Background: an optimization exercise with open tools, aiming at small area, a short achievable clock period and few clock cycles per item. Do not read the settings as production practice. Function was checked by simulation only, so behaviour that the tests miss may differ from the original. No activity file was given, so power comes from the tool's default toggle rates.

Design buddy_block_allocator, start of the top module:
module buddy_block_allocator (
    input  logic        i_clk,
    input  logic        i_rst_n,
    input  logic        i_in_valid,
    output logic        o_in_ready,
    input  logic [33:0] i_in_data,
    output logic        o_out_valid,
    input  logic        i_out_ready,
    output logic [17:0] o_out_data
);
Size in the first run: roughly 4400 cells after synthesis, roughly 560 flip-flops, roughly 58 I/O pins.
==> flow/config.mk <==
export PLATFORM = sky130hd
export DESIGN_NAME = buddy_block_allocator
export DESIGN_NICKNAME = buddy_block_allocator
export VERILOG_FILES = /design/flow/design.v
export SDC_FILE = /design/flow/constraint.sdc
export NUM_CORES = 4
export LEC_CHECK = 0
export ABC_AREA = 1
export CAP_MARGIN = 20
export CELL_PAD_IN_SITES_DETAIL_PLACEMENT = 1
export CELL_PAD_IN_SITES_GLOBAL_PLACEMENT = 2
export CORE_MARGIN = 2
export CORE_UTILIZATION = 50
export SETUP_SLACK_MARGIN = 5
export SLEW_MARGIN = 20
==> flow/constraint.sdc <==
create_clock -name core_clock -period 10.0 [get_ports {i_clk}]
set_input_delay 2.0000 -clock core_clock [delete_from_list [all_inputs] [get_ports {i_clk}]]
set_output_delay 2.0000 -clock core_clock [all_outputs]
set_load 0.01 [all_outputs]
standard.sh (not shown) runs the stock make flow with config.mk's settings and CLKGATE_MAP_FILE= SYNTH_SCRIPT=/design/flow/synth_recipe.tcl, a recipe that flattens the netlist after the stock synthesis.
==> flow/flow/run.sh <==
#!/bin/bash
set -euo pipefail
MARGIN=${MARGIN:-6.5}
sed -E "s/SETUP_SLACK_MARGIN=[0-9.]+/SETUP_SLACK_MARGIN=${MARGIN}/" standard.sh > standard_margin.sh
grep -q "SETUP_SLACK_MARGIN=${MARGIN}" standard_margin.sh
bash standard_margin.sh > layout.log 2>&1
The starting point stopped in global routing (5_1_grt) (GRT-0116).
Testbench counts at the start, summed over its fixed seeds: cycles 4,016, items 4,000.
Change:
==> flow/run.sh (new file) <==
#!/bin/bash
# synth_recipe.tcl (not shown) runs the flow's synth.tcl, then flattens the netlist and writes it again
# the make line also repeats each setting of config.mk as NAME=value (left out here)
make -C /OpenROAD-flow-scripts/flow DESIGN_CONFIG=/design/flow/config.mk WORK_HOME=/design/flow/orfs CLKGATE_MAP_FILE= SYNTH_SCRIPT=/design/flow/synth_recipe.tcl finish
- CTS_BUF_LIST: not set -> sky130_fd_sc_hd__clkbuf_8
- SLEW_MARGIN: 20 -> 30
removed: flow/flow/run.sh
removed: flow/standard.sh
What happened: Now the flow finished with timing, DRC and antenna clean. Area after synthesis does not change. Synthesized cell count does not change.
Change:
- CORE_UTILIZATION: 50 -> 55
- CTS_BUF_LIST: sky130_fd_sc_hd__clkbuf_8 -> not set
- SLEW_MARGIN: 30 -> 20
Now the flow ended with an error in global placement without I/O (3_1_place_gp_skip_io), error GPL-0301.
Synthesized area stays the same.
Synthesized cell count is unchanged.
Change:
==> flow/flow/run.sh (new file) <==
#!/bin/bash
set -euo pipefail
MARGIN=5.7
sed -E "s/SETUP_SLACK_MARGIN=[0-9.]+/SETUP_SLACK_MARGIN=${MARGIN}/" standard.sh > standard_margin.sh
grep -q "SETUP_SLACK_MARGIN=${MARGIN}" standard_margin.sh
bash standard_margin.sh > layout.log 2>&1
==> flow/standard.sh (new file) <==
#!/bin/bash
# synth_recipe.tcl (not shown) runs the flow's synth.tcl, then flattens the netlist and writes it again
# the make line also repeats each setting of config.mk as NAME=value (left out here)
make -C /OpenROAD-flow-scripts/flow DESIGN_CONFIG=/design/flow/config.mk WORK_HOME=/design/flow/orfs CLKGATE_MAP_FILE= SYNTH_SCRIPT=/design/flow/synth_recipe.tcl "${@:-finish}"
- CORE_UTILIZATION: 55 -> 50
- CTS_BUF_LIST: not set -> sky130_fd_sc_hd__clkbuf_8
- SLEW_MARGIN: 20 -> 30
removed: flow/run.sh
This time the run went through all stages and came out clean.
Area after synthesis does not change.
Synthesized cell count is unchanged.
Change:
==> flow/flow/run.sh (replaced) <==
#!/bin/bash
set -euo pipefail
MARGIN=6.0
sed -E "s/SETUP_SLACK_MARGIN=[0-9.]+/SETUP_SLACK_MARGIN=${MARGIN}/" standard.sh > standard_margin.sh
grep -q "SETUP_SLACK_MARGIN=${MARGIN}" standard_margin.sh
bash standard_margin.sh > layout.log 2>&1
Synthesized cell count stays the same.
Worst hold slack is about the same.
Total power went up by 1.8%.
Setup slack degrades by 0.49 ns.
Die area does not change.
Maximum frequency shrinks by 10%.
Clock skew came out higher by 0.0063 ns.
First-iteration DRC count is higher by 12%.
Cell count grows by 2.1%.
Area after synthesis is unchanged.
Change:
==> flow/flow/run.sh (replaced) <==
#!/bin/bash
set -euo pipefail
MARGIN=5.7
sed -E "s/SETUP_SLACK_MARGIN=[0-9.]+/SETUP_SLACK_MARGIN=${MARGIN}/" standard.sh > standard_margin.sh
grep -q "SETUP_SLACK_MARGIN=${MARGIN}" standard_margin.sh
bash standard_margin.sh > layout.log 2>&1
- CORE_UTILIZATION: 50 -> 44
Worst setup slack gets better by 0.52 ns.
Area after synthesis does not change.
Cell count rises slightly.
Clock-buffer cell count is higher by 5.

* * *

== P ==
Starting RTL as in the previous note.
==> flow/config.mk <==
export PLATFORM = sky130hd
export DESIGN_NAME = buddy_block_allocator
export DESIGN_NICKNAME = buddy_block_allocator
export VERILOG_FILES = /design/flow/design.v
export SDC_FILE = /design/flow/constraint.sdc
export NUM_CORES = 4
export LEC_CHECK = 0
export ABC_AREA = 1
export CAP_MARGIN = 20
export CELL_PAD_IN_SITES_DETAIL_PLACEMENT = 1
export CELL_PAD_IN_SITES_GLOBAL_PLACEMENT = 2
export CORE_MARGIN = 2
export CORE_UTILIZATION = 50
export SETUP_SLACK_MARGIN = 4
export SLEW_MARGIN = 20
==> flow/constraint.sdc <==
create_clock -name core_clock -period 10.0 [get_ports {i_clk}]
set_input_delay 2.0000 -clock core_clock [delete_from_list [all_inputs] [get_ports {i_clk}]]
set_output_delay 2.0000 -clock core_clock [all_outputs]
set_load 0.01 [all_outputs]
run.sh (not shown) runs the stock make flow with config.mk's settings and CLKGATE_MAP_FILE= SYNTH_SCRIPT=/design/flow/synth_recipe.tcl, a recipe that flattens the netlist after the stock synthesis.
Stock flow here: none of the scripts above is used.
Testbench counts of P, summed over its fixed seeds: cycles 4,016, items 4,000.
The following lists how Q was set up differently from P:
- ABC_AREA: 1 -> unset
==> results.txt <==
From P to Q the numbers moved as follows: total of clock buffers placed in the layout now sits lower, total number of tap cells now sits higher, met2 wire length now sits higher. Q reports its biggest area consumer among cell classes as multi-input combinational cells while P reports flip-flops and latches.
#### Input delta (R over Q)
- swapping 4 for 5 in SETUP_SLACK_MARGIN
- putting ABC_AREA at 1 where nothing was set
==> results.txt <==
Note that the detailed-route wire length recorded for R amounts to 0.947 times the value seen in Q. Post-placement cell area: R vs Q down about 4.5%. [R vs Q] share of power burned in combinational logic: higher in R. R vs. Q: number of post-CTS setup repair buffers up 12; post-synthesis cell area down 1700 sq um; final cell count up 910; post-detailed-route wirelength per cell down 21%; global-route track usage on met2 up 2.8 points. Where reported leakage power is concerned, Q is better than R. Die span in y: R vs Q down 6.4 um. Going from Q to R, the finished layout cell area was found to have gone down by about 2.5%.

[separate check: timing with driven ports]
Ports are ideal in the flow. The routed layouts listed here were re-timed in OpenROAD.
Step 1, drivers: a clkbuf_16 drives i_clk and a buf_2 each remaining input, both assumed.
Step 2, shift: input delay + t, output delay - t, t = (earliest + latest rising clock arrival at the registers) / 2. This alone moves slack from input paths to output paths.
a / b / c = ideal ports / drivers / drivers and shift; a / b = the first two.
| run | shift t [ns] | setup slack, ns | worst hold slack (ns) | clock arrival spread, ns | pins driven straight from the clock port |
|---|---|---|---|---|---|
| the second run of note 1 | 0.800 | 4.997 / 4.997 / 4.997 | 0.527 / 0.527 / 0.527 | 0.031 / 0.030 | 1 |
| the fourth run of note 1 | 0.844 | 5.587 / 5.587 / 5.365 | 0.529 / 0.529 / 0.529 | 0.062 / 0.062 | 1 |
| the fifth run of note 1 | 0.845 | 5.094 / 5.094 / 5.094 | 0.527 / 0.527 / 0.527 | 0.067 / 0.068 | 1 |
| the sixth run of note 1 | 0.821 | 5.614 / 5.614 / 5.614 | 0.527 / 0.527 / 0.527 | 0.050 / 0.049 | 1 |
| P | 0.690 | 4.099 / 4.099 / 4.099 | 0.529 / 0.529 / 0.529 | 0.037 / 0.038 | 1 |
| Q | 0.708 | 3.935 / 3.935 / 3.935 | 0.514 / 0.514 / 0.514 | 0.033 / 0.034 | 1 |
| R | 0.691 | 4.905 / 4.905 / 4.905 | 0.529 / 0.529 / 0.529 | 0.035 / 0.036 | 1 |
After both steps every run listed still meets setup and hold. The setup slack of the fourth run of note 1, which loses most, moves by 0.000 ns with the drivers and by -0.222 ns with both steps.
